From an optimization exercise on the open Yosys and OpenROAD flow, aimed at small area and a short achievable clock period; shortcuts taken in it are not production practice. Function was checked by simulation only, so behaviour that the tests miss may differ from the original. No activity file was given, so power comes from the tool's default toggle rates.

File: flow/config.mk
export PLATFORM = sky130hd
export DESIGN_NAME = rf_multiport
export DESIGN_NICKNAME = rf_multiport
export VERILOG_FILES = /design/flow/design.v
export SDC_FILE = /design/flow/constraint.sdc
export NUM_CORES = 8
export LEC_CHECK = 0
export CAP_MARGIN = 20
export CORE_MARGIN = 2
export CORE_UTILIZATION = 40
export SLEW_MARGIN = 20
export SYNTH_HIERARCHICAL = 1
File: flow/constraint.sdc
create_clock -name core_clock -period 25.0 [get_ports {clk}]
set_input_delay 5.0000 -clock core_clock [delete_from_list [all_inputs] [get_ports {clk}]]
set_output_delay 5.0000 -clock core_clock [all_outputs]
set_load 0.01 [all_outputs]
File: flow/design.v
package rf_pkg;
  localparam int unsigned RfWidth = 32;
  localparam int unsigned RfDepth = 32;
  localparam int unsigned RfAw    = $clog2(RfDepth);
  typedef logic [RfAw-1:0]    rf_addr_t;
  typedef logic [RfWidth-1:0] rf_word_t;
endpackage
module rf_wbit (
  input  logic s1,
  input  logic s0,
  input  logic sq,
  input  logic d1,
  input  logic d0,
  input  logic w,
  output logic v,
  output logic wd
);
  assign v  = ~w;
  assign wd = ~((s1 & d1) | (s0 & d0) | (sq & v));
endmodule
module rf_hsel (
  input  logic nz, h0, h1,
  output logic h, sb1, sb0
);
  assign h   = h0 | h1;
  assign sb1 = nz & h1;
  assign sb0 = nz & h0 & ~h1;
endmodule
module rf_inv (
  input  logic a,
  output logic y
);
  assign y = ~a;
endmodule
module rf_predec (
  input  logic       en,
  input  logic [4:0] a,
  output logic [3:0] pa,
  output logic [7:0] pb
);
  logic [4:0] an;
  for (genvar i = 0; i < 5; i++) begin : g_i
    rf_inv u_i (.a(a[i]), .y(an[i]));
  end
  for (genvar j = 0; j < 4; j++) begin : g_a
    rf_and3 u_a (.a(en), .b(j[0] ? a[0] : an[0]), .c(j[1] ? a[1] : an[1]), .y(pa[j]));
  end
  for (genvar j = 0; j < 8; j++) begin : g_b
    rf_and3 u_b (.a(j[0] ? a[2] : an[2]), .b(j[1] ? a[3] : an[3]),
                 .c(j[2] ? a[4] : an[4]), .y(pb[j]));
  end
endmodule
module rf_predec_r (
  input  logic [4:0] a,
  output logic [3:0] pa,
  output logic [7:0] pb
);
  logic [4:0] an;
  for (genvar i = 0; i < 5; i++) begin : g_i
    rf_inv u_i (.a(a[i]), .y(an[i]));
  end
  for (genvar j = 0; j < 4; j++) begin : g_a
    rf_and2 u_a (.a(j[0] ? a[0] : an[0]), .b(j[1] ? a[1] : an[1]), .y(pa[j]));
  end
  for (genvar j = 0; j < 8; j++) begin : g_b
    rf_and3 u_b (.a(j[0] ? a[2] : an[2]), .b(j[1] ? a[3] : an[3]),
                 .c(j[2] ? a[4] : an[4]), .y(pb[j]));
  end
endmodule
module rf_and2 (
  input  logic a, b,
  output logic y
);
  assign y = a & b;
endmodule
module rf_and3 (
  input  logic a, b, c,
  output logic y
);
  assign y = a & b & c;
endmodule
module rf_nand2 (
  input  logic a, b,
  output logic y
);
  assign y = ~(a & b);
endmodule
module rf_nand3 (
  input  logic a, b, c,
  output logic y
);
  assign y = ~(a & b & c);
endmodule
module rf_nand4 (
  input  logic a, b, c, d,
  output logic y
);
  assign y = ~(a & b & c & d);
endmodule
module rf_or3 (
  input  logic a, b, c,
  output logic y
);
  assign y = a | b | c;
endmodule
module rf_aoi222 (
  input  logic a1, a2, b1, b2, c1, c2,
  output logic y
);
  assign y = ~((a1 & a2) | (b1 & b2) | (c1 & c2));
endmodule
module rf_wsel (
  input  logic pa0, pb0, pa1, pb1,
  output logic s1, s0, sq
);
  logic nwe0, nwe1;
  rf_nand2 u_n0 (.a(pa0), .b(pb0), .y(nwe0));
  rf_nand2 u_n1 (.a(pa1), .b(pb1), .y(nwe1));
  rf_and2  u_s1 (.a(pa1), .b(pb1), .y(s1));
  rf_and3  u_s0 (.a(pa0), .b(pb0), .c(nwe1), .y(s0));
  rf_and2  u_sq (.a(nwe0), .b(nwe1), .y(sq));
endmodule
module rf_andor31 (
  input  logic [30:0] s,
  input  logic [30:0] d,
  output logic        y
);
  logic [10:0] n;
  logic [2:0]  p;
  for (genvar g = 0; g < 10; g++) begin : g_a
    rf_aoi222 u_a (.a1(s[3*g]), .a2(d[3*g]), .b1(s[3*g+1]), .b2(d[3*g+1]),
                   .c1(s[3*g+2]), .c2(d[3*g+2]), .y(n[g]));
  end
  rf_nand2 u_n10 (.a(s[30]), .b(d[30]), .y(n[10]));
  rf_nand4 u_p0 (.a(n[0]), .b(n[1]), .c(n[2]), .d(n[3]), .y(p[0]));
  rf_nand4 u_p1 (.a(n[4]), .b(n[5]), .c(n[6]), .d(n[7]), .y(p[1]));
  rf_nand3 u_p2 (.a(n[8]), .b(n[9]), .c(n[10]), .y(p[2]));
  rf_or3   u_o  (.a(p[0]), .b(p[1]), .c(p[2]), .y(y));
endmodule
module rf_mux32 (
  input  logic [3:0]  pa,
  input  logic [7:0]  pb,
  input  logic [31:0] d,
  output logic        y
);
  logic [7:0] u, na, nb;
  logic [3:0] m;
  for (genvar j = 0; j < 8; j++) begin : g_j
    rf_aoi222 u_a (.a1(pa[0]), .a2(d[4*j]), .b1(pa[1]), .b2(d[4*j+1]),
                   .c1(pa[2]), .c2(d[4*j+2]), .y(na[j]));
    rf_nand2 u_b (.a(pa[3]), .b(d[4*j+3]), .y(nb[j]));
    rf_nand2 u_u (.a(na[j]), .b(nb[j]), .y(u[j]));
  end
  rf_aoi222 u_m0 (.a1(pb[0]), .a2(u[0]), .b1(pb[1]), .b2(u[1]), .c1(pb[2]), .c2(u[2]), .y(m[0]));
  rf_aoi222 u_m1 (.a1(pb[3]), .a2(u[3]), .b1(pb[4]), .b2(u[4]), .c1(pb[5]), .c2(u[5]), .y(m[1]));
  rf_nand2  u_m2 (.a(pb[6]), .b(u[6]), .y(m[2]));
  rf_nand2  u_m3 (.a(pb[7]), .b(u[7]), .y(m[3]));
  rf_nand4  u_y  (.a(m[0]), .b(m[1]), .c(m[2]), .d(m[3]), .y(y));
endmodule
module rf_rdtail (
  input  logic p1, p2, p3, h, sb1, d1, sb0, d0,
  output logic y
);
  logic nb;
  assign nb = ~((sb1 & d1) | (sb0 & d0));
  assign y  = ~((h | ~(p1 | p2 | p3)) & nb);
endmodule
module rf_rdbit (
  input  logic [30:0] sel,
  input  logic [30:0] q,
  input  logic        h,
  input  logic        sb1,
  input  logic        d1,
  input  logic        sb0,
  input  logic        d0,
  output logic        y
);
  logic [10:0] n;
  logic [2:0]  p;
  for (genvar g = 0; g < 10; g++) begin : g_a
    rf_aoi222 u_a (.a1(sel[3*g]), .a2(q[3*g]), .b1(sel[3*g+1]), .b2(q[3*g+1]),
                   .c1(sel[3*g+2]), .c2(q[3*g+2]), .y(n[g]));
  end
  rf_nand2 u_n10 (.a(sel[30]), .b(q[30]), .y(n[10]));
  rf_nand4 u_p0 (.a(n[0]), .b(n[1]), .c(n[2]), .d(n[3]), .y(p[0]));
  rf_nand4 u_p1 (.a(n[4]), .b(n[5]), .c(n[6]), .d(n[7]), .y(p[1]));
  rf_nand3 u_p2 (.a(n[8]), .b(n[9]), .c(n[10]), .y(p[2]));
  rf_rdtail u_y (.p1(p[0]), .p2(p[1]), .p3(p[2]), .h(h),
                 .sb1(sb1), .d1(d1), .sb0(sb0), .d0(d0), .y(y));
endmodule
module rf_multiport (
  input  logic        clk,
  input  logic        rst_n,
  input  logic [9:0]  rs,
  output logic [63:0] data,
  output logic [1:0]  busy,
  input  logic [1:0]  RegWen,
  input  logic [9:0]  rsW,
  input  logic [63:0] dataW,
  input  logic        rsv_en,
  input  logic [4:0]  rsv_addr,
  output logic [5:0]  pend_cnt,
  output logic        wr_conflict
);
  logic [31:0] regsN [32];    
  logic [31:0] regsD [32];    
  logic [31:0] regsV [32];    
  logic [31:1] validQ;
  logic [31:1] pendQ, setMask;
  logic [5:0]  cntQ;
  logic [31:1] sel1, sel0, selq;
  logic [3:0]  pa0, pa1, par;
  logic [7:0]  pb0, pb1, pbr;
  logic        wrConflictQ;
  logic        c0, c1, inc, p0, p1, ps;
  rf_predec u_pd0 (.en(RegWen[0]), .a(rsW[4:0]), .pa(pa0), .pb(pb0));
  rf_predec u_pd1 (.en(RegWen[1]), .a(rsW[9:5]), .pa(pa1), .pb(pb1));
  rf_predec u_pdr (.en(rsv_en), .a(rsv_addr), .pa(par), .pb(pbr));
  for (genvar k = 1; k < 32; k++) begin : g_s
    rf_wsel u_ws (
      .pa0(pa0[k%4]), .pb0(pb0[k/4]), .pa1(pa1[k%4]), .pb1(pb1[k/4]),
      .s1(sel1[k]), .s0(sel0[k]), .sq(selq[k])
    );
    rf_and2 u_set (.a(par[k%4]), .b(pbr[k/4]), .y(setMask[k]));
  end
  for (genvar k = 1; k < 32; k++) begin : g_w
    for (genvar b = 0; b < 32; b++) begin : g_b
      rf_wbit u_wb (
        .s1(sel1[k]), .s0(sel0[k]), .sq(selq[k]),
        .d1(dataW[32+b]), .d0(dataW[b]), .w(regsN[k][b]), .v(regsV[k][b]),
        .wd(regsD[k][b])
      );
    end
  end
  always_ff @(posedge clk) begin
    for (int k = 1; k < 32; k++) regsN[k] <= regsD[k];
  end
  rf_andor31 u_c0  (.s(sel0), .d(pendQ), .y(p0));
  rf_andor31 u_c1  (.s(sel1), .d(pendQ), .y(p1));
  rf_andor31 u_inc (.s(setMask), .d(pendQ), .y(ps));
  assign c0  = p0 && !(rsv_en && (rsv_addr == rsW[4:0]));
  assign c1  = p1 && !(rsv_en && (rsv_addr == rsW[9:5]));
  assign inc = rsv_en && (rsv_addr != 5'd0) && !ps;
  always_ff @(posedge clk or negedge rst_n) begin
    if (!rst_n) begin
      validQ      <= '0;
      pendQ       <= '0;
      cntQ        <= '0;
      wrConflictQ <= 1'b0;
    end else begin
      validQ      <= validQ | ~selq;
      pendQ       <= (pendQ & selq) | setMask;
      cntQ        <= cntQ + 6'(inc) - 6'(c0) - 6'(c1);
      wrConflictQ <= RegWen[0] && RegWen[1] && (rsW[4:0] == rsW[9:5]);
    end
  end
  for (genvar i = 0; i < 2; i++) begin : g_r
    logic [4:0]  a;
    logic [3:0]  pa;
    logic [7:0]  pb;
    logic        nz, h0, h1, rh, pend;
    logic [1:0]  h, sb1, sb0;
    logic [31:1] selL, selH;
    assign a  = rs[5*i +: 5];
    assign nz = (a != 5'd0);
    assign h0 = RegWen[0] && (rsW[4:0] == a);
    assign h1 = RegWen[1] && (rsW[9:5] == a);
    assign rh = rsv_en && (rsv_addr == a);
    for (genvar hh = 0; hh < 2; hh++) begin : g_h
      rf_hsel u_hs (.nz(nz), .h0(h0), .h1(h1), .h(h[hh]), .sb1(sb1[hh]), .sb0(sb0[hh]));
    end
    rf_predec_r u_pd (.a(a), .pa(pa), .pb(pb));
    for (genvar k = 1; k < 32; k++) begin : g_d
      rf_and3 u_selL (.a(pa[k%4]), .b(pb[k/4]), .c(validQ[k]), .y(selL[k]));
      rf_and3 u_selH (.a(pa[k%4]), .b(pb[k/4]), .c(validQ[k]), .y(selH[k]));
    end
    rf_mux32 u_pend (.pa(pa), .pb(pb), .d({pendQ, 1'b0}), .y(pend));
    assign busy[i] = pend && (!h[0] || rh);
    for (genvar b = 0; b < 32; b++) begin : g_b
      logic [30:0] q;
      always_comb begin
        for (int k = 1; k < 32; k++) q[k-1] = regsV[k][b];
      end
      rf_rdbit u_rb (
        .sel(b < 16 ? selL : selH), .q(q), .h(h[b/16]),
        .sb1(sb1[b/16]), .d1(dataW[32+b]), .sb0(sb0[b/16]), .d0(dataW[b]), .y(data[32*i+b])
      );
    end
  end
  assign pend_cnt    = cntQ;
  assign wr_conflict = wrConflictQ;
endmodule
File: flow/flow/run.sh
#!/bin/bash
# Standard layout with: plain buffers (not delay cells) on the ports, a clock
# tree with larger sink clusters, and gate upsizing on the slowest
# input-to-output paths after placement. ORFS writes each step's log under
# orfs/logs; standard.sh's own output goes to standard.log.
set -euo pipefail
export BUFFER_PORTS_ARGS="-buffer_cell sky130_fd_sc_hd__buf_2"
export CTS_BUF_LIST="sky130_fd_sc_hd__clkbuf_16"
export CTS_CLUSTER_SIZE=20
export CTS_CLUSTER_DIAMETER=80
export POST_RESIZE_TCL="$PWD/flow/size.tcl"
bash standard.sh > standard.log 2>&1
File: flow/flow/size.tcl
# Upsize gates on the slowest input-to-output paths (no buffering, no restructuring).
estimate_parasitics -placement
repair_timing -setup -setup_margin 14 -sequence sizeup -verbose
report_worst_slack -max
File: flow/standard.sh
#!/bin/bash
# synth_recipe.tcl (not shown) runs the flow's synth.tcl, then flattens the netlist and writes it again
# the make line also repeats each setting of config.mk as NAME=value (left out here)
make -C /OpenROAD-flow-scripts/flow DESIGN_CONFIG=/design/flow/config.mk WORK_HOME=/design/flow/orfs CLKGATE_MAP_FILE= SYNTH_SCRIPT=/design/flow/synth_recipe.tcl "${@:-finish}"
==> key figures <==
Outcome
  – Status: finished clean

Min path
  – Worst Hold Class: reg -> reg
  – Min-delay src: regsN[20][31]

Synthesis
  – Synth warnings: 11
  – Post-synthesis register bit count: between 1000 and 1500
  – Mapped Avg Cell Area: 10.1 sq um
  – Ys flop type: dfxtp_1
  – Synthesized instance count: 4818
  – Area leader, netlist: dfxtp_1
  – Asr flop ratio synth: ~6.5%
  – Synth top area cells: dfxtp_1 41%, a222oi_1 35%, inv_1 8.0%, dfrtp_1 3.6%, and3_1 2.7%
  – Post-synth EDFFs: 0
  – Sequential share of the synthesized area: 44.5%
  – Netlist cell types: 36
  – Post-Syn Area: approximately 0.048 sq mm
  – Top post-synthesis cells by count: 1683 x a222oi_1, 1033 x inv_1, 992 x dfxtp_1, 211 x and3_1, 168 x nand2_1
  – Most frequent cell after synthesis: a222oi_1
  – Yosys top cell area share: about two fifths

Setup path
  – Worst reg2reg path depth: 13
  – Crit-path max cell delay: ~870 ps
  – Setup crit start kind: primary input
  – Critical Path Sink Type: output pin
  – CP Capture Point: data[40]
  – Worst Path Required: ~20000 ps
  – Crit Path Class: in -> out
  – CP Max Fanout: 22
  – Reg2reg setup slack: approximately 21000 ps
  – CP arrival: 7830 ps
  – Slowest CP cell: nand4_1
  – Reg2reg end: cntQ[5]
  – Worst path cell trace: buf_12, inv_4, and2_4, buf_12, and3_4, a222oi_1, nand4_1, nor3_2, o21ai_1, buf_2
  – CP dominant cell by count: buf_12
  – Worst reg2reg path startpoint: pendQ[1]
  – Crit path launch: rs[5]

CTS
  – CTS clk-pin slew, worst paths: 90 ps
  – Clock latency (worst-skew pair): 760 ps
  – Postcts setup bufs: 0
  – Clk buf depth: 3
  – H-tree levels: 2
  – Post-CTS sizing: 0
  – CTS Hold Bufs: 0
  – CTS tree: done
  – Num CTS Buffers: 61
  – CTS root buffer: clkbuf_16
  – CTS Sinks: between 1000 and 1500

Place
  – Port-buffer cells: 166
  – Half-perimeter wire length after placement: between 150000 and 200000 um
  – GPL Wtd Cong: between 0.9 and 1

Die
  – Full die area: approximately 0.12 sq mm
  – Top Ports: roughly 170
  – # rows: between 100 and 150
  – Die Wd: 352 um
  – Initial core utilization: approximately two fifths
  – Core area: about 0.12 sq mm
  – Die height: ~350 um

Route
  – Antenna-violating nets left: 0
  – Initial DRC Count: around 21000
  – DRT Wirelength: roughly 280000 um
  – DR vias: 56454
  – Vias/cell: approximately 8.3
  – DR DRC count: 0
  – WL/cell: 40.6 um
  – Detailed Routing Iterations Pass 1: 22

Timing
  – Max-slew violations: 0
  – Final setup violation count: 0
  – Final Hold Fails: 0
  – Final Cycle Share: roughly 51%
  – Max Clk Rate: 78.0 MHz
  – Minimum clock period: 12830 ps
  – RSZ-0062 raised after global routing: no
  – Clk_skew: between 20 and 30 ps
  – Setup_tns: 0 ps
  – Slew HR: between 10% and 20%
  – Slew @ Worst Pin: 1340 ps

Global route
  – Met3 usage: approximately 21%
  – Largest net degree at the start of global routing: 64
  – Met2 Usage GRT: 55.4%
  – Number of global-route vias before repair: ~52000
  – Tot GR Track Use: between 40 and 50%
  – Initial antenna violation count: 5
  – Gr ovfl total: 0
  – Global-route wire length before repair: 381000 um
  – GRT Max-Usage Layer: met2
  – M1 GR Usage: 52.4%

Pwr
  – Leakage: ~26 nW
  – Tot Pwr: around 0.0045 W
  – Power density over the cells: about 83 mW/mm^2
  – Peak VDD IR: around 69 uV

Final layout
  – Share of layout cells above drive strength 1: between 10% and 20%
  – Layout area overhead: 13.3%
  – Final #Nets: between 5000 and 6000

Run
  – MaxCap Viol Count: 0
-- layout by cell type, fill, tap and decap left out, types with 16 or more instances in the layout --
| cell | synthesis | final |
|---|---|---|
| o21ai_1 | 64 | 54 |
| nand4_1 | 138 | 138 |
| a21o_1 | 33 | 33 |
| and2_4 | 0 | 16 |
| a222oi_1 | 1683 | 1683 |
| xor2_1 | 27 | 27 |
| nand2_1 | 168 | 168 |
| and3_4 | 0 | 74 |
| xnor2_1 | 19 | 19 |
| and2_2 | 4 | 55 |
| nand2b_1 | 31 | 31 |
| and3_1 | 211 | 65 |
| dfxtp_1 | 992 | 992 |
| nor3_2 | 0 | 46 |
| nor3_1 | 65 | 18 |
| buf_2 | 3 | 154 |
| nand3_1 | 69 | 69 |
| a22oi_1 | 64 | 64 |
| dfrtp_1 | 69 | 69 |
| and2_1 | 101 | 34 |
| buf_4 | 1 | 91 |
| inv_1 | 1033 | 1040 |
| clkbuf_16 | 0 | 63 |
| and3_2 | 0 | 72 |
-- stage by stage --
| stage | std cells | instance area (sq um) | setup WS, ps | hold slack, ps | utilization (%) |
|---|---|---|---|---|---|
| 2_1_floorplan | 4819 | 48500 | 13410 | 461 | - |
| 3_3_place_gp | 6695 | 52200 | 11700 | 469 | 43.4 |
| 3_5_place_dp | 6697 | 53200 | 12710 | 481 | 44.3 |
| 4_1_cts | 6781 | 54900 | 12710 | 494 | 45.7 |
| 5_1_grt | 6781 | 54900 | 12260 | 506 | 45.7 |
| 6_report | 6784 | 54900 | 12170 | 496 | 45.7 |
-- flip-flops by register name, summed over array words and instances (netlist names) --
signal,flops
validQ,31
wrConflictQ,1
regsN,992
cntQ,6
pendQ,31
-- routing by layer --
metal | wire length [um] | vias up
li1 | - | 21799
met1 | 94000 | 27028
met2 | 105000 | 6351
met3 | 55000 | 1256
met4 | 21100 | 20
met5 | 622 | -
-- power by group --
part / internal (W) / switching [W] / total [W]
registers: 0.00212 / 0.000140 / 0.00226
logic: 0.000406 / 0.000787 / 0.00119
clock network: 0.000454 / 0.000629 / 0.00108
total: 0.00298 / 0.00156 / 0.00453
-- critical path: cells and delay by family --
| family | cells | cell delay, ps |
|---|---|---|
| buf+inv | 4 | 460 |
| simple gates | 4 | 1810 |
| compound gates | 2 | 520 |
-- worst min-delay path by stage --
stage / cells after the start / slack, ps / endpoint
5_1_grt: 2 / 510 / regsN[14][9]
4_1_cts: 2 / 490 / regsN[14][15]
2_1_floorplan: 2 / 460 / regsN[10][0]
6_report: 2 / 500 / regsN[20][31]
3_5_place_dp: 2 / 480 / regsN[18][21]
3_3_place_gp: 2 / 470 / regsN[22][13]
-- per-module statistics from Yosys (local to each module, per instance), excerpt --
module        cell area (sq um)  cells inside  times used  flip-flops and latches
rf_inv                     3.75             1          25                       0
rf_wbit                    13.8             2         992                       0
rf_nand3                   5.00             1          67                       0
rf_nand2                   3.75             1         165                       0
rf_aoi222                  10.0             1         690                       0
rf_and3                    6.26             1         207                       0
rf_and2                    6.26             1         101                       0
rf_rdtail                  17.5             3          64                       0
rf_nand4                   6.26             1         136                       0
rf_hsel                    23.8             3           4                       0
rf_or3                     6.26             1           3                       0
rf_multiport              22900          1236           1                    1061
-- final cells by class --
type	instances	area, sq um
diodes	3	7.51
clock buffers	63	1580
clock inverters	21	125
fillers	11693	65200
inverters	1033	3880
multi-input cells	2720	23800
flip-flops and latches	1061	21600
well taps	1612	2020
repair buffers	271	1860
-- logic make-up (layout without fill, tap and decap cells) --
kind of cell	Yosys count	count (layout)	share of synthesized area (%)
AOI/OAI and AO/OA	1851	1851	37.0
xor gates and xnor gates	46	46	0.831
buffers and inverters	1038	1388	8.07
adders and majority gates	8	8	0.237
and+or+nand+nor	813	813	9.31
DFF	1061	1061	44.5
other	1	5	0.00774

separate check: timing with driven ports:
Ports are ideal in the flow. The routed layout listed here was re-timed in OpenROAD.
Step 1 assumes that a clkbuf_16 drives the clock port and a buf_2 every other input.
Step 2 adds t to the input delays and takes it off the output delays; t is the mean of the earliest and latest rising clock arrival at the registers after step 1. Input paths then give back, and output paths get back, about the clock's delay inside the block.
a / b / c = ideal ports / drivers / drivers and shift; a / b = the first two.
t (ns): 0.817
setup slack, ns: 12.172 / 12.103 / 12.103
hold WS [ns]: 0.496 / 0.496 / 0.496
latest minus earliest clock arrival (ns): 0.040 / 0.040
worst data-port slew with drivers (ns): 0.08
After both steps setup and hold are still met in this run. The setup slack of this run moves by -0.069 ns with the drivers and by -0.069 ns with both steps.
